Source: an optimization exercise on an open RTL-to-GDS flow (aim: small area). Production flows keep margins and buffers that such runs may drop. Only simulation tests tie the RTL to the original design; equivalence was not proved. Power is estimated from default activity; no workload was simulated.

--- flow/flow/run.sh ---
#!/bin/bash
# Standard ORFS layout (the standard.sh) with two changes:
#  - ports are buffered with the plain buf_1 (resizable) instead of a delay cell,
#  - clock tree: clkbuf_16 root, clkbuf_8 leaf clusters, no dummy loads.
# The make output goes to standard.log; each ORFS step logs under orfs/logs.
set -uo pipefail
bash standard.sh \
  "BUFFER_PORTS_ARGS=-buffer_cell sky130_fd_sc_hd__buf_1" \
  "CTS_ARGS=-sink_clustering_enable -repair_clock_nets -dont_use_dummy_load -sink_clustering_size 14 -sink_clustering_max_diameter 50 -root_buf sky130_fd_sc_hd__clkbuf_16 -buf_list sky130_fd_sc_hd__clkbuf_8" \
  finish > standard.log 2>&1
--- flow/standard.sh ---
#!/bin/bash
# synth_recipe.tcl (not shown) runs the flow's synth.tcl, then flattens the netlist and writes it again
# the make line also repeats each setting of config.mk as NAME=value (left out here)
make -C /OpenROAD-flow-scripts/flow DESIGN_CONFIG=/design/flow/config.mk WORK_HOME=/design/flow/orfs CLKGATE_MAP_FILE= SYNTH_SCRIPT=/design/flow/synth_recipe.tcl "${@:-finish}"
--- flow/config.mk ---
export PLATFORM = sky130hd
export DESIGN_NAME = rf_sb
export DESIGN_NICKNAME = rf_sb
export VERILOG_FILES = /design/flow/design.v
export SDC_FILE = /design/flow/constraint.sdc
export NUM_CORES = 4
export LEC_CHECK = 0
export CAP_MARGIN = 20
export CORE_MARGIN = 2
export CORE_UTILIZATION = 45
export CTS_BUF_LIST = sky130_fd_sc_hd__clkbuf_16
export CTS_CLUSTER_DIAMETER = 60
export CTS_CLUSTER_SIZE = 20
export SLEW_MARGIN = 20
export SYNTH_HIERARCHICAL = 1
--- flow/constraint.sdc ---
create_clock -name core_clock -period 8.5 [get_ports {clk}]
set_input_delay 1.7000 -clock core_clock [delete_from_list [all_inputs] [get_ports {clk}]]
set_output_delay 1.7000 -clock core_clock [all_outputs]
set_load 0.01 [all_outputs]
--- flow/design.v ---
package rf_pkg;
  localparam int DEF_DATA_W   = 32;
  localparam int DEF_NUM_REGS = 32;
  localparam int DEF_NUM_RD   = 2;
  function automatic int addr_w(input int n);
    addr_w = (n < 2) ? 1 : $clog2(n);
  endfunction
endpackage
module rf_sb_board
#(
  parameter int NUM_REGS = rf_pkg::DEF_NUM_REGS,
  localparam int AW      = rf_pkg::addr_w(NUM_REGS),
  localparam int CNT_W   = AW + 1
) (
  input  logic                clk,
  input  logic                rst_n,
  input  logic                we,
  input  logic [AW-1:0]       wr_addr,
  input  logic [NUM_REGS-1:0] wr_dec,
  input  logic [NUM_REGS-1:0] wr_dec_n,
  input  logic                claim,
  input  logic [AW-1:0]       claim_addr,
  output logic                claim_ack,
  output logic [NUM_REGS-1:0] busy,
  output logic [CNT_W-1:0]    busy_cnt
);
  logic [NUM_REGS-1:1] busy_q;
  logic [NUM_REGS-1:1] busy_d;
  logic [NUM_REGS-1:1] cdec;      
  logic [CNT_W-1:0]    cnt_q;
  logic                busy_c;    
  logic                busy_w;    
  logic                wr_c;      
  logic                cl_fire;   
  assign busy = {busy_q, 1'b0};
  always_comb begin
    for (int i = 1; i < NUM_REGS; i++) cdec[i] = (claim_addr == AW'(i));
  end
  logic [10:0] bc_n, bw_n;
  for (genvar g = 0; g < 10; g++) begin : g_bs
    rf_aoi222 u_bc (
      .a1 (cdec[3*g+1]), .a2 (busy_q[3*g+1]),
      .b1 (cdec[3*g+2]), .b2 (busy_q[3*g+2]),
      .c1 (cdec[3*g+3]), .c2 (busy_q[3*g+3]),
      .y  (bc_n[g])
    );
    rf_aoi222 u_bw (
      .a1 (wr_dec[3*g+1]), .a2 (busy_q[3*g+1]),
      .b1 (wr_dec[3*g+2]), .b2 (busy_q[3*g+2]),
      .c1 (wr_dec[3*g+3]), .c2 (busy_q[3*g+3]),
      .y  (bw_n[g])
    );
  end
  assign bc_n[10] = !(cdec[31] && busy_q[31]);
  assign bw_n[10] = !(wr_dec[31] && busy_q[31]);
  assign busy_c   = !(&bc_n);
  assign busy_w   = !(&bw_n);
  assign wr_c = we && (wr_addr == claim_addr) && (claim_addr != '0);
  assign claim_ack = claim && (!busy_c || wr_c);
  assign cl_fire   = claim_ack && (claim_addr != '0);
  for (genvar i = 1; i < NUM_REGS; i++) begin : g_b
    rf_ao22 u_nx (
      .a1 (cdec[i]),   .a2 (cl_fire),
      .b1 (busy_q[i]), .b2 (wr_dec_n[i]),
      .y  (busy_d[i])
    );
  end
  always_ff @(posedge clk or negedge rst_n) begin
    if (!rst_n) busy_q <= '0;
    else        busy_q <= busy_d;
  end
  logic inc, dec;
  assign inc = cl_fire && !busy_c;
  assign dec = busy_w && !(cl_fire && wr_c);
  always_ff @(posedge clk or negedge rst_n) begin
    if (!rst_n)           cnt_q <= '0;
    else if (inc && !dec) cnt_q <= cnt_q + CNT_W'(1);
    else if (dec && !inc) cnt_q <= cnt_q - CNT_W'(1);
  end
  assign busy_cnt = cnt_q;
endmodule
module rf_aoi222 (
  input  logic a1, a2, b1, b2, c1, c2,
  output logic y
);
  assign y = !((a1 && a2) || (b1 && b2) || (c1 && c2));
endmodule
module rf_ao22 (
  input  logic a1, a2, b1, b2,
  output logic y
);
  assign y = (a1 && a2) || (b1 && b2);
endmodule
module rf_ld (
  input  logic q, d, en, en_n,
  output logic y
);
  assign y = (q && en_n) || (d && en);
endmodule
module rf_nand3 (
  input  logic a, b, c,
  output logic y
);
  assign y = !(a && b && c);
endmodule
module rf_nand4 (
  input  logic a, b, c, d,
  output logic y
);
  assign y = !(a && b && c && d);
endmodule
module rf_nand2 (
  input  logic a, b,
  output logic y
);
  assign y = !(a && b);
endmodule
module rf_or3 (
  input  logic a, b, c,
  output logic y
);
  assign y = a || b || c;
endmodule
module rf_sb
#(
  parameter int DATA_W   = rf_pkg::DEF_DATA_W,
  parameter int NUM_REGS = rf_pkg::DEF_NUM_REGS,
  parameter int NUM_RD   = rf_pkg::DEF_NUM_RD,
  parameter bit ZERO_REG = 1'b1,
  localparam int AW      = rf_pkg::addr_w(NUM_REGS)
) (
  input  logic                     clk,
  input  logic                     rst_n,
  input  logic [NUM_RD*AW-1:0]     rd_addr,
  output logic [NUM_RD*DATA_W-1:0] rd_data,
  output logic [NUM_RD-1:0]        rd_busy,
  input  logic                     we,
  input  logic [AW-1:0]            wr_addr,
  input  logic [DATA_W-1:0]        wr_data,
  input  logic                     claim,
  input  logic [AW-1:0]            claim_addr,
  output logic                     claim_ack,
  output logic [AW:0]              busy_cnt
);
  logic [DATA_W-1:0]   regs_q [1:NUM_REGS-1];
  logic [DATA_W-1:0]   regs_d [1:NUM_REGS-1];
  logic [NUM_REGS-1:1] vld_q;
  logic [NUM_REGS-1:1] vld_d;      
  logic [NUM_REGS-1:0] wr_dec;
  logic [NUM_REGS-1:0] wr_dec_n;
  logic [NUM_REGS-1:0] busy;
  always_comb begin
    wr_dec = '0;
    if (we && rst_n) wr_dec[wr_addr] = 1'b1;
    wr_dec[0] = 1'b0;
  end
  assign wr_dec_n = ~wr_dec;
  for (genvar i = 1; i < NUM_REGS; i++) begin : g_reg
    for (genvar b = 0; b < DATA_W; b++) begin : g_ld
      rf_ld u_ld (
        .q    (regs_q[i][b]),
        .d    (wr_data[b]),
        .en   (wr_dec[i]),
        .en_n (wr_dec_n[i]),
        .y    (regs_d[i][b])
      );
    end
    always_ff @(posedge clk) begin
      regs_q[i] <= regs_d[i];
    end
    assign vld_d[i] = vld_q[i] || wr_dec[i];
    always_ff @(posedge clk or negedge rst_n) begin
      if (!rst_n) vld_q[i] <= 1'b0;
      else        vld_q[i] <= vld_d[i];
    end
  end
  for (genvar p = 0; p < NUM_RD; p++) begin : g_rd
    logic [AW-1:0]       addr;
    logic [NUM_REGS-1:1] dec;
    logic [NUM_REGS-1:1] sel;
    logic [DATA_W-1:0]   data;
    assign addr = rd_addr[p*AW +: AW];
    always_comb begin
      for (int i = 1; i < NUM_REGS; i++) begin
        dec[i] = (addr == AW'(i));
        sel[i] = dec[i] && vld_d[i];
      end
    end
    logic [9:0] bz_n;
    for (genvar g = 0; g < 10; g++) begin : g_bz
      rf_aoi222 u_aoi (
        .a1 (dec[3*g+1]), .a2 (busy[3*g+1]),
        .b1 (dec[3*g+2]), .b2 (busy[3*g+2]),
        .c1 (dec[3*g+3]), .c2 (busy[3*g+3]),
        .y  (bz_n[g])
      );
    end
    assign rd_busy[p] = !(&bz_n) || (dec[31] && busy[31]);
    for (genvar b = 0; b < DATA_W; b++) begin : g_bit
      logic [10:0] t_n;
      logic [2:0]  u;
      for (genvar g = 0; g < 10; g++) begin : g_aoi
        rf_aoi222 u_aoi (
          .a1 (sel[3*g+1]), .a2 (regs_d[3*g+1][b]),
          .b1 (sel[3*g+2]), .b2 (regs_d[3*g+2][b]),
          .c1 (sel[3*g+3]), .c2 (regs_d[3*g+3][b]),
          .y  (t_n[g])
        );
      end
      rf_nand2 u_last (.a (sel[31]), .b (regs_d[31][b]), .y (t_n[10]));
      rf_nand4 u_n0 (.a (t_n[0]), .b (t_n[1]), .c (t_n[2]), .d (t_n[3]), .y (u[0]));
      rf_nand4 u_n1 (.a (t_n[4]), .b (t_n[5]), .c (t_n[6]), .d (t_n[7]), .y (u[1]));
      rf_nand3 u_n2 (.a (t_n[8]), .b (t_n[9]), .c (t_n[10]), .y (u[2]));
      rf_or3   u_o  (.a (u[0]), .b (u[1]), .c (u[2]), .y (data[b]));
    end
    assign rd_data[p*DATA_W +: DATA_W] = data;
  end
  rf_sb_board #(
    .NUM_REGS (NUM_REGS)
  ) u_board (
    .clk        (clk),
    .rst_n      (rst_n),
    .we         (we),
    .wr_addr    (wr_addr),
    .wr_dec     (wr_dec),
    .wr_dec_n   (wr_dec_n),
    .claim      (claim),
    .claim_addr (claim_addr),
    .claim_ack  (claim_ack),
    .busy       (busy),
    .busy_cnt   (busy_cnt)
  );
endmodule
==> qor.yml, run 1 <==
area.growth.synth_to_final_pct: 13.7
dpl.hpwl_microns: 118000
status: "finished clean"
vias: 42400
ff2ff_path_depth: 12
crit_slowest_cell: "nor3_2"
hold_buffers: 0
worstSkewPairLatency_ns: 0.68
cts_sinks: 1060
r2r_end: "u_board.cnt_q[5]"
htree_levels: 3
firstDrtPassIters: 12
core-area_sq_um: 91800
path_max_fanout: 27
cts_buffers: 116
fin_nets: 4044
grt_max_degree: 51
hold_end: "vld_q[31]"
initialDrtViolationCount: 9577
path_class: "primary input to output pin"
holdPathStages: 2
cts_tree: "done"
fp.dieH_microns: 309
fin_util_pct: 51.7
wl_per_cell_microns: 38.4
layout-drive-gt1-share_pct: 11.7
drt-vias-per-instance: 8.11
gp_congestion: 0.980
antenna_found_initial: 11
yosys_warnings: 11
track_usage_pct: 40.3
multiInputGateArea_sq_um: 20400
tns_ns: 0
leakage_nw: 17.9
period_share_pct: 92.0
drcViolationCount: 0
final_area_sq_um: 47500
die_area_sq_um: 95300
final-max-slew-violation-count: 0
syn_area_sq_um: 41800
min_from: "vld_q[31]"
grt_setup_unrepaired: "no"
clk_pin_slew_worst_paths_ns: 0.05
hold_viol_final: 0
post_cts_buffers: 0
clockBufferDepth: 3
rows: 111
setup_viol: 0
fin_crit_ns: 7.82
cp-end-kind: "output pin"
cp-start-kind: "primary input"
power_density_nw_per_um2: 237
synth_cells: 3566
arrival_ns: 6.12
ios: 129
antenna_left: 0
max_stage_delay_ns: 0.65
reg2reg_from: "u_board.busy_q[1]"
fmax_mhz: 128
path_cells: "buf_1 > buf_4 > inv_1 > ha_1 > nand4b_1 > nor3_2 > nand2_2 > a22o_1 > a222oi_1 > nand4_1 > or3_1 > buf_1"
hold_path_class: "register to register"
worst_slew_pin_slew_ns: 1.24
synth_fp_nets: 3631
finalWorstSetupSlack_ns: 0.682
grt_pass1_vias: 39700
seq_area_sq_um: 21600
pre_cts_ws_ns: 1.01
numPortBuffers: 128
cts_resized: 0
start_util_pct: 45.5
crit_top_cell: "buf_1"
overflow: 0
die_w_microns: 309
num-fill-cells: 8279
required_ns: 6.80
ir_drop_v: 0.000141
grt_pass1_wl_microns: 283000
maxCapViolCount: 0
wl_microns: 201000
place_area_sq_um: 45800
reg2reg_slack_ns: 4.71
skew_ns: 0.0722
slew_headroom_pct: 17.4
root_buffer: "clkbuf_16"
avgSynthCellArea_sq_um: 11.7
[worst max-delay path: cells and delay by family]
family / cells / cell delay (ns)
buf+inv: 4 / 0.53
compound gates: 2 / 1.00
fa+ha+maj: 1 / 0.31
simple gates: 5 / 2.52
[sequential cells by signal, summed over array words and instances (netlist names)]
name            count
u_board.busy_q     31
vld_q              31
regs_q            992
u_board.cnt_q       6
[layer usage]
metal  global-route usage (%)  vias up  part of all wire (%)
met2                     58.2     3811                    42
met1                     52.4    20700                    37
met4                     23.6       10                   6.2
met3                     13.3      856                    15
met5                        0        -                 0.028
li1                         -    16900                     -
[cell usage in the layout (no fill, tap or decap), types with 16 or more instances in the layout]
cell type,count
a21oi_1,17
nand3_1,72
nor2_1,101
inv_1,40
or3_1,68
nand2_1,91
buf_4,193
inv_2,16
a22o_1,1023
clkbuf_8,107
buf_1,125
a21boi_4,16
dfrtp_1,68
nand4_1,136
nand2_2,19
dfxtp_1,992
a222oi_1,680
nor3_2,41
[worst max-delay path by stage]
stage | depth (start not counted) | startpoint | end | slack [ns]
2_1_floorplan | 12 | wr_addr[1] | rd_data[0] | 0.26
3_3_place_gp | 16 | wr_addr[1] | rd_data[29] | 1.03
3_5_place_dp | 13 | wr_addr[1] | rd_data[46] | 1.01
4_1_cts | 13 | wr_addr[1] | rd_data[61] | 0.99
5_1_grt | 13 | wr_addr[1] | rd_data[29] | 0.61
6_report | 12 | wr_addr[1] | rd_data[0] | 0.68
[cell type report]
type,instances,share of cell area [%]
inverter,66,0.522
clock buffer,116,3.57
multi-input combinational,2408,42.9
sequential,1060,45.4
tap,1243,3.27
timing repair buffer,327,4.32
antenna,1,0.00527
[through the flow]
| step | total power, mW | hold slack [ns] | std cells |
|---|---|---|---|
| after floorplan | 7.54 | 0.421 | 3566 |
| after global placement | 8.11 | 0.447 | 5103 |
| after detailed placement | 8.16 | 0.457 | 5103 |
| after CTS | 11.2 | 0.468 | 5219 |
| after global routing | 11.6 | 0.478 | 5221 |
| final | 11.2 | 0.466 | 5221 |
[power by group]
part | leakage [nW] | internal, mW | switching, mW
clock | 0.880 | 1.31 | 1.79
sequential | 8.99 | 5.82 | 0.304
combinational | 8.02 | 0.894 | 1.13
total | 17.9 | 8.03 | 3.22
==> run 2: changes to the inputs <==
--- a/flow/flow/run.sh
+++ b/flow/flow/run.sh
@@ -6,5 +6,5 @@
 set -uo pipefail
 bash standard.sh \
   "BUFFER_PORTS_ARGS=-buffer_cell sky130_fd_sc_hd__buf_1" \
-  "CTS_ARGS=-sink_clustering_enable -repair_clock_nets -dont_use_dummy_load -sink_clustering_size 14 -sink_clustering_max_diameter 50 -root_buf sky130_fd_sc_hd__clkbuf_16 -buf_list sky130_fd_sc_hd__clkbuf_8" \
+  "CTS_ARGS=-sink_clustering_enable -repair_clock_nets -dont_use_dummy_load -sink_clustering_size 16 -sink_clustering_max_diameter 55 -root_buf sky130_fd_sc_hd__clkbuf_16 -buf_list sky130_fd_sc_hd__clkbuf_8" \
   finish > standard.log 2>&1
--- a/flow/config.mk
+++ b/flow/config.mk
@@ -7,7 +7,7 @@
 export LEC_CHECK = 0
 export CAP_MARGIN = 20
 export CORE_MARGIN = 2
-export CORE_UTILIZATION = 45
+export CORE_UTILIZATION = 55
 export CTS_BUF_LIST = sky130_fd_sc_hd__clkbuf_16
 export CTS_CLUSTER_DIAMETER = 60
 export CTS_CLUSTER_SIZE = 20
==> qor.yml, run 2 <==
status: "finished clean"  # unchanged
rows: 101  # was 111
final_area_sq_um: 46900  # was 47500 sq um
yosys_warnings: 11  # unchanged
path_max_fanout: 32  # was 27
maxCapViolCount: 0  # unchanged
top_regs: "regs_q: 992 flops, u_board.busy_q: 31 flops, vld_q: 31 flops"  # unchanged
grt_max_degree: 54  # was 51
p_sw_mw: 3.23  # was 3.22 mW
clockBufferDepth: 3  # unchanged
die_area_sq_um: 78200  # was 95300 sq um
skew_ns: 0.0540  # was 0.0722 ns
grt_setup_unrepaired: "no"  # unchanged
antenna_found_initial: 14  # was 11
ios: 129  # unchanged
final-max-slew-violation-count: 0  # unchanged
tns_ns: 0  # unchanged
mostFrequentLayoutCell: "a22o_1"  # unchanged
cts_buffers: 94  # was 116
cts_resized: 0  # unchanged
initialDrtViolationCount: 12000  # was 9577
track_usage_pct: 50.0  # was 40.3%
antenna_left: 0  # unchanged
top_register: "regs_q"  # unchanged
grt_pass1_wl_microns: 290000  # was 283000 microns
fmax_mhz: 124  # was 128 MHz
reg2reg_slack_ns: 4.40  # was 4.71 ns
fin_crit_ns: 8.06  # was 7.82 ns
grt_pass1_vias: 41900  # was 39700
num-fill-cells: 5972  # was 8279
ir_drop_v: 0.000176  # was 0.000141 V
firstDrtPassIters: 17  # was 12
cts_tree: "done"  # unchanged
period_share_pct: 94.8  # was 92.0%
clk_pin_slew_worst_paths_ns: 0.05  # about the same
root_buffer: "clkbuf_16"  # unchanged
drt-vias-per-instance: 8.95  # was 8.11
power_density_nw_per_um2: 235  # was 237 nW/um^2
pwr-share-comb_pct: 18.9  # was 18.0%
p_clk_share_pct: 25.3  # was 27.5%
hold_path_class: "register to register"  # unchanged
numPortBuffers: 128  # unchanged
arrival_ns: 6.36  # was 6.12 ns
drcViolationCount: 0  # unchanged
core-area_sq_um: 75600  # was 91800 sq um
fp.dieH_microns: 280  # was 309 microns
htree_levels: 3  # unchanged
final_cell_mix: "a22o_1, dfxtp_1, a222oi_1"  # unchanged
path_class: "primary input to output pin"  # unchanged
layout-drive-gt1-share_pct: 10.6  # was 11.7%
sw_frac_of_total_pct: 29.3  # was 28.6%
overflow: 0  # unchanged
slew_headroom_pct: 14.5  # was 17.4%
worstSkewPairLatency_ns: 0.63  # was 0.68 ns
largest_register_ffs: 992  # unchanged
place_area_sq_um: 45500  # was 45800 sq um
leakage_nw: 17.8  # was 17.9 nW
cts_sinks: 1060  # unchanged
p_seq_share_pct: 55.8  # was 54.5%
post_cts_buffers: 0  # unchanged
avgSynthCellArea_sq_um: 11.7  # unchanged
gp_congestion: 1.06  # was 0.980
synth_fp_nets: 3631  # unchanged
start_util_pct: 55.3  # was 45.5%
p_int_mw: 7.80  # was 8.03 mW
cp-end-kind: "output pin"  # unchanged
dpl.hpwl_microns: 124000  # was 118000 microns
worst_slew_pin_slew_ns: 1.28  # was 1.24 ns
wl_per_cell_microns: 41.5  # was 38.4 microns
vias: 44200  # was 42400
required_ns: 6.80  # about the same
hold_buffers: 0  # unchanged
area.growth.synth_to_final_pct: 12.2  # was 13.7%
fin_nets: 4013  # was 4044
setup_viol: 0  # unchanged
die_w_microns: 280  # was 309 microns
syn_area_sq_um: 41800  # unchanged
cp-start-kind: "primary input"  # unchanged
synth_cells: 3566  # unchanged
hold_viol_final: 0  # unchanged
wl_microns: 205000  # was 201000 microns
dp_cells: 4828  # was 5103
finalPower_mw: 11.0  # was 11.2 mW
final_cells: 4931  # was 5221
==> run 2: path summary, 6_finish.rpt <==
check / from / endpoint / depth (start not counted)
min in group asynchronous: rst_n / vld_q[4] / 1
max in group asynchronous: rst_n / u_board.cnt_q[0] / 2
worst min-delay path: vld_q[29] / vld_q[29] / 2
worst min register to register: vld_q[29] / vld_q[29] / 2
worst max-delay path: wr_addr[0] / rd_data[15] / 12
worst max register to register: u_board.busy_q[13] / u_board.cnt_q[5] / 12
==> run 2: worst max-delay path: stages <==
cell,delay [ns]
buf_1,0.41
inv_1,0.10
ha_1,0.39
and4bb_2,0.44
or2_2,0.31
o22ai_1,0.43
nor3_2,0.08
buf_4,0.30
a222oi_1,0.82
nand4_1,0.64
or3_1,0.56
buf_1,0.15
==> run 2: area by class of cell <==
cell class | count | area, sq um | share of cell area, %
flip-flops and latches | 1060 | 21600 | 46.0
multi-input cells | 2408 | 20300 | 43.4
repair buffers | 318 | 2110 | 4.50
clock buffers | 94 | 1400 | 2.97
well taps | 978 | 1220 | 2.61
inverters | 66 | 248 | 0.528
diodes | 7 | 17.5 | 0.0373
==> run 2: layer usage <==
layer  up-vias  global-route usage [%]  share of wire (%)
met3      1156                    23.5                 19
met5         -                    1.50               0.14
met1     21500                    63.7                 35
li1      16900                       -                  -
met4        20                    26.5                6.6
met2      4581                    69.7                 40
==> run 2: stage by stage <==
step,util [%],hold WS (ns),setup slack [ns]
2_1_floorplan,-,0.421,0.264
3_3_place_gp,60.1,0.444,0.831
3_5_place_dp,60.1,0.449,0.765
4_1_cts,62.0,0.464,0.743
5_1_grt,62.0,0.474,0.328
6_report,62.1,0.467,0.438
==> run 2: power groups by stage <==
stage | clock [mW] | combinational (mW) | sequential, mW
global route | 2.93 | 2.17 | 6.22
global placement | 0 | 1.86 | 6.22
finish | 2.79 | 2.08 | 6.16
CTS | 2.75 | 1.99 | 6.14
detailed placement | 0 | 1.98 | 6.25
floorplan | 0 | 1.40 | 6.14
==> run 3: changes to the inputs <==
--- a/flow/config.mk
+++ b/flow/config.mk
@@ -7,7 +7,7 @@
 export LEC_CHECK = 0
 export CAP_MARGIN = 20
 export CORE_MARGIN = 2
-export CORE_UTILIZATION = 55
+export CORE_UTILIZATION = 45
 export CTS_BUF_LIST = sky130_fd_sc_hd__clkbuf_16
 export CTS_CLUSTER_DIAMETER = 60
 export CTS_CLUSTER_SIZE = 20
==> qor.yml, run 3 <==
p_seq_share_pct: 55.2  # was 55.8%
hold_path_class: "register to register"  # unchanged
grt_pass1_vias: 39500  # was 41900
top_usage_layer: "met2"  # unchanged
holdPathStages: 2  # unchanged
path_max_fanout: 27  # was 32
initialDrtViolationCount: 9316  # was 12000
worst_slew_pin_slew_ns: 1.23  # was 1.28 ns
met1_usage_pct: 52.3  # was 63.7%
avgSynthCellArea_sq_um: 11.7  # unchanged
final_cells: 5213  # was 4931
pwr-share-comb_pct: 18.2  # was 18.9%
place_area_sq_um: 45800  # was 45500 sq um
grt_use_met3_pct: 14.0  # was 23.5%
hold_end: "vld_q[31]"  # was vld_q[29]
firstDrtPassIters: 14  # was 17
hold_buffers: 0  # unchanged
numPortBuffers: 128  # unchanged
post_cts_buffers: 0  # unchanged
die_w_microns: 309  # was 280 microns
wl_microns: 201000  # was 205000 microns
cp-end-kind: "output pin"  # unchanged
dp_cells: 5103  # was 4828
grt_pass1_wl_microns: 283000  # was 290000 microns
mostFrequentLayoutCell: "a22o_1"  # unchanged
antenna_left: 0  # unchanged
min_from: "vld_q[31]"  # was vld_q[29]
dpl.hpwl_microns: 118000  # was 124000 microns
clk_pin_slew_worst_paths_ns: 0.06  # was 0.05 ns
root_buffer: "clkbuf_16"  # unchanged
whs_ns: 0.467  # about the same
setup_viol: 0  # unchanged
cts_resized: 0  # unchanged
overflow: 0  # unchanged
layout-drive-gt1-share_pct: 11.5  # was 10.6%
fin_nets: 4032  # was 4013
cts_buffers: 104  # was 94
period_share_pct: 92.4  # was 94.8%
clockBufferDepth: 3  # unchanged
drcViolationCount: 0  # unchanged
yosys_warnings: 11  # unchanged
cts_sinks: 1060  # unchanged
r2r_end: "u_board.cnt_q[5]"  # unchanged
slew_headroom_pct: 17.9  # was 14.5%
p_int_mw: 7.90  # was 7.80 mW
wl_per_cell_microns: 38.5  # was 41.5 microns
grtUsageMet2_pct: 58.5  # was 69.7%
finalPower_mw: 11.1  # was 11.0 mW
maxCapViolCount: 0  # unchanged
syn_area_sq_um: 41800  # unchanged
drt-vias-per-instance: 8.12  # was 8.95
fmax_mhz: 127  # was 124 MHz
grt_setup_unrepaired: "no"  # unchanged
ff2ff_path_depth: 12  # unchanged
p_sw_mw: 3.19  # was 3.23 mW
synth_fp_nets: 3631  # unchanged
final_cell_mix: "a22o_1, dfxtp_1, a222oi_1"  # unchanged
core-area_sq_um: 91800  # was 75600 sq um
skew_ns: 0.0530  # was 0.0540 ns
die_area_sq_um: 95300  # was 78200 sq um
cts_tree: "done"  # unchanged
fin_crit_ns: 7.85  # was 8.06 ns
status: "finished clean"  # unchanged
antenna_found_initial: 11  # was 14
final-max-slew-violation-count: 0  # unchanged
fp.dieH_microns: 309  # was 280 microns
reg2reg_slack_ns: 4.66  # was 4.40 ns
track_usage_pct: 40.4  # was 50.0%
start_util_pct: 45.5  # was 55.3%
top_register: "regs_q"  # unchanged
area.growth.synth_to_final_pct: 13.3  # was 12.2%
hold_viol_final: 0  # unchanged
final_area_sq_um: 47300  # was 46900 sq um
cp-start-kind: "primary input"  # unchanged
htree_levels: 3  # unchanged
reg2reg_from: "u_board.busy_q[1]"  # was u_board.busy_q[13]
gp_congestion: 0.980  # was 1.06
vias: 42300  # was 44200
top_regs: "regs_q: 992 flops, u_board.busy_q: 31 flops, vld_q: 31 flops"  # unchanged
tns_ns: 0  # unchanged
sw_frac_of_total_pct: 28.8  # was 29.3%
ios: 129  # unchanged
power_density_nw_per_um2: 234  # was 235 nW/um^2
ir_drop_v: 0.000149  # was 0.000176 V
largest_register_ffs: 992  # unchanged
worstSkewPairLatency_ns: 0.67  # was 0.63 ns
rows: 111  # was 101
arrival_ns: 6.15  # was 6.36 ns
leakage_nw: 17.8  # about the same
synth_cells: 3566  # unchanged
p_clk_share_pct: 26.6  # was 25.3%
required_ns: 6.80  # about the same
path_class: "primary input to output pin"  # unchanged
grt_max_degree: 51  # was 54
## run 3: power groups by stage
stage / Sequential (mW) / Clock [mW] / Combinational [mW]
after detailed placement: 6.22 / 0 / 1.95
after floorplan: 6.14 / 0 / 1.40
final: 6.12 / 2.95 / 2.03
after global placement: 6.20 / 0 / 1.92
after CTS: 6.11 / 2.95 / 1.96
after global routing: 6.20 / 3.12 / 2.15
## run 3: worst max path at each step
stage	start	end	slack [ns]	depth (start not counted)
floorplan	wr_addr[1]	rd_data[0]	0.26	12
detailed placement	wr_addr[1]	rd_data[46]	1.01	13
global route	wr_addr[1]	rd_data[29]	0.59	13
CTS	wr_addr[1]	rd_data[61]	0.99	13
global placement	wr_addr[1]	rd_data[29]	1.03	16
finish	wr_addr[1]	rd_data[32]	0.65	12
## run 3: layout make-up
type	instances	area, sq um
fillers	8329	44500
flip-flops and latches	1060	21600
multi-input cells	2408	20400
repair buffers	327	2050
well taps	1243	1560
clock buffers	104	1530
inverters	66	248
diodes	5	12.5
## run 3: metrics by stage
step | utilization [%] | worst slack [ns]
3_3_place_gp | 49.9 | 1.03
2_1_floorplan | - | 0.264
3_5_place_dp | 49.9 | 1.01
6_report | 51.6 | 0.647
4_1_cts | 51.5 | 0.989
5_1_grt | 51.6 | 0.594
## run 3: metal layers
layer / part of all wire, % / vias up
li1: - / 16900
met1: 37 / 20800
met2: 42 / 3759
met3: 15 / 853
met4: 6.4 / 4
met5: 0.012 / -
## run 3: worst max-delay path, stage by stage
cell,delay (ns)
buf_1,0.06
buf_4,0.21
inv_1,0.12
ha_1,0.31
nand4b_1,0.21
nor3_2,0.67
nand2_2,0.64
a22o_1,0.43
a222oi_1,0.58
nand4_1,0.52
or3_1,0.52
buf_1,0.14
==> run 4: changes to the inputs <==
--- a/flow/config.mk
+++ b/flow/config.mk
@@ -7,7 +7,7 @@
 export LEC_CHECK = 0
 export CAP_MARGIN = 20
 export CORE_MARGIN = 2
-export CORE_UTILIZATION = 45
+export CORE_UTILIZATION = 50
 export CTS_BUF_LIST = sky130_fd_sc_hd__clkbuf_16
 export CTS_CLUSTER_DIAMETER = 60
 export CTS_CLUSTER_SIZE = 20
==> qor.yml, run 4 <==
setup_viol: 0  # unchanged
reg2reg_from: "u_board.busy_q[1]"  # unchanged
tns_ns: 0  # unchanged
post_cts_buffers: 0  # unchanged
top_register: "regs_q"  # unchanged
syn_area_sq_um: 41800  # unchanged
clk_pin_slew_worst_paths_ns: 0.06  # about the same
drt-vias-per-instance: 8.74  # was 8.12
root_buffer: "clkbuf_16"  # unchanged
period_share_pct: 98.1  # was 92.4%
fp.dieH_microns: 293  # was 309 microns
cp-end-kind: "output pin"  # unchanged
clockBufferDepth: 3  # unchanged
worst_slew_pin_slew_ns: 1.24  # was 1.23 ns
vias: 44000  # was 42300
yosys_warnings: 11  # unchanged
synth_cells: 3566  # unchanged
ff2ff_path_depth: 12  # unchanged
drcViolationCount: 0  # unchanged
grt_pass1_wl_microns: 302000  # was 283000 microns
die_w_microns: 293  # was 309 microns
worstSkewPairLatency_ns: 0.64  # was 0.67 ns
hold_buffers: 0  # unchanged
r2r_end: "u_board.cnt_q[5]"  # unchanged
maxCapViolCount: 0  # unchanged
reg2reg_slack_ns: 4.50  # was 4.66 ns
overflow: 0  # unchanged
layout-drive-gt1-share_pct: 11.1  # was 11.5%
final_cell_mix: "a22o_1, dfxtp_1, a222oi_1"  # unchanged
numPortBuffers: 128  # unchanged
path_class: "primary input to output pin"  # unchanged
fin_crit_ns: 8.34  # was 7.85 ns
synth_fp_nets: 3631  # unchanged
cts_tree: "done"  # unchanged
skew_ns: 0.0611  # was 0.0530 ns
htree_levels: 3  # unchanged
fin_nets: 4025  # was 4032
grt_pass1_vias: 42700  # was 39500
dp_cells: 4936  # was 5103
leakage_nw: 17.9  # was 17.8 nW
area.growth.synth_to_final_pct: 12.9  # was 13.3%
cts_buffers: 101  # was 104
initialDrtViolationCount: 10500  # was 9316
grt_max_degree: 66  # was 51
mostFrequentLayoutCell: "a22o_1"  # unchanged
crit_start: "wr_addr[0]"  # was wr_addr[1]
final_cells: 5041  # was 5213
arrival_ns: 6.64  # was 6.15 ns
wl_per_cell_microns: 42.8  # was 38.5 microns
slew_headroom_pct: 17.3  # was 17.9%
status: "finished clean"  # unchanged
start_util_pct: 50.3  # was 45.5%
ir_drop_v: 0.000143  # was 0.000149 V
final-max-slew-violation-count: 0  # unchanged
largest_register_ffs: 992  # unchanged
core-area_sq_um: 83200  # was 91800 sq um
rows: 106  # was 111
ios: 129  # unchanged
hold_viol_final: 0  # unchanged
cts_sinks: 1060  # unchanged
top_regs: "regs_q: 992 flops, u_board.busy_q: 31 flops, vld_q: 31 flops"  # unchanged
avgSynthCellArea_sq_um: 11.7  # unchanged
cp-start-kind: "primary input"  # unchanged
required_ns: 6.80  # about the same
endpoint: "rd_data[55]"  # was rd_data[32]
die_area_sq_um: 85900  # was 95300 sq um
power_density_nw_per_um2: 236  # was 234 nW/um^2
wl_microns: 216000  # was 201000 microns
pre_cts_ws_ns: 0.445  # was 1.01 ns
grt_setup_unrepaired: "no"  # unchanged
firstDrtPassIters: 13  # was 14
path_max_fanout: 19  # was 27
track_usage_pct: 48.0  # was 40.4%
antenna_left: 0  # unchanged
fmax_mhz: 120  # was 127 MHz
finalWorstSetupSlack_ns: 0.164  # was 0.647 ns
dpl.hpwl_microns: 124000  # was 118000 microns
antenna_found_initial: 20  # was 11
cts_resized: 0  # unchanged
hold_path_class: "register to register"  # unchanged
fin_util_pct: 56.8  # was 51.6%
gp_congestion: 1.01  # was 0.980
[run 4: cell types whose count changed in the layout (fill, tap and decap cells not counted), sizes merged]
| cell | before | now |
|---|---|---|
| clkbuf | 107 | 111 |
| inv | 57 | 66 |
| clkinv | 9 | 0 |
| buf | 324 | 313 |
| diode | 5 | 3 |
[run 4: area by class of cell]
cell class / count / area [sq um]
Fill cell: 7070 / 36000
Sequential cell: 1060 / 21600
Multi-Input combinational cell: 2408 / 20400
Timing Repair Buffer: 323 / 2180
Clock buffer: 101 / 1490
Tap cell: 1080 / 1350
Inverter: 66 / 248
Antenna cell: 3 / 7.51
[run 4: power by group]
| part | leakage, nW | internal, mW | total (mW) | switching, mW |
|---|---|---|---|---|
| Combinational | 8.10 | 0.894 | 2.08 | 1.18 |
| Sequential | 8.99 | 5.82 | 6.15 | 0.326 |
| Clock | 0.772 | 1.16 | 2.91 | 1.75 |
| Total | 17.9 | 7.87 | 11.1 | 3.26 |
[run 4: worst min path at each step]
stage              start        end  slack [ns]  cells past startpoint
4_1_cts        vld_q[25]  vld_q[25]        0.46                      2
3_5_place_dp    vld_q[9]   vld_q[9]        0.45                      2
6_report       vld_q[25]  vld_q[25]        0.46                      2
5_1_grt        vld_q[25]  vld_q[25]        0.47                      2
2_1_floorplan  vld_q[14]  vld_q[14]        0.42                      2
3_3_place_gp   vld_q[11]  vld_q[11]        0.44                      2
[run 4: per-stage QoR]
stage,cell area [sq um],power (mW),hold slack (ns)
floorplan,41800,7.54,0.421
global placement,45700,8.09,0.443
detailed placement,45700,8.22,0.450
CTS,47200,11.0,0.463
global route,47200,11.5,0.474
finish,47200,11.1,0.463
[run 4: metal layers]
| metal | vias to the layer above | track usage [%] | part of all wire (%) |
|---|---|---|---|
| li1 | 16900 | - | - |
| met1 | 21400 | 60.1 | 35 |
| met2 | 4553 | 69.2 | 41 |
| met3 | 1161 | 20.2 | 17 |
| met4 | 20 | 27.8 | 7.0 |
| met5 | - | 0 | 0.064 |
[run 4: worst max-delay path, stage by stage]
cell,delay (ns)
buf_1,0.39
inv_1,0.09
ha_1,0.32
nand4bb_1,0.31
nor3_2,0.77
nand2_2,0.69
buf_4,0.41
a22o_1,0.25
a222oi_1,0.32
nand4_1,0.61
or3_1,0.59
buf_1,0.16

==> static timing again, ports no longer ideal <==
The results above use ideal ports. As a check the final layouts listed here were re-extracted and re-timed, cells and wires unchanged. Step 1 sets driving cells, clkbuf_16 on the clock port and buf_2 on the other inputs (assumed; they add their load-dependent delay and slew). Step 2 adds t to the input delays and takes it off the output delays; t is the mean of the earliest and latest rising clock arrival at the registers after step 1. Input paths then give back, and output paths get back, about the clock's delay inside the block. a / b / c = no drivers / after step 1 / after step 2; a / b = the first two.
run	t, ns	setup slack, ns	worst hold slack (ns)	worst data-port slew with drivers (ns)	pins driven straight from the clock port
run 1	0.716	0.682 / 0.660 / 0.660	0.466 / 0.466 / 0.466	0.13	1
run 2	0.693	0.438 / 0.412 / 0.412	0.467 / 0.467 / 0.467	0.09	1
run 3	0.722	0.647 / 0.625 / 0.625	0.467 / 0.467 / 0.467	0.12	1
run 4	0.705	0.164 / 0.139 / 0.139	0.463 / 0.463 / 0.463	0.14	1
After both steps setup and hold are still met in every run listed. The setup slack of run 2, which loses most, moves by -0.026 ns with the drivers and by -0.026 ns with both steps.
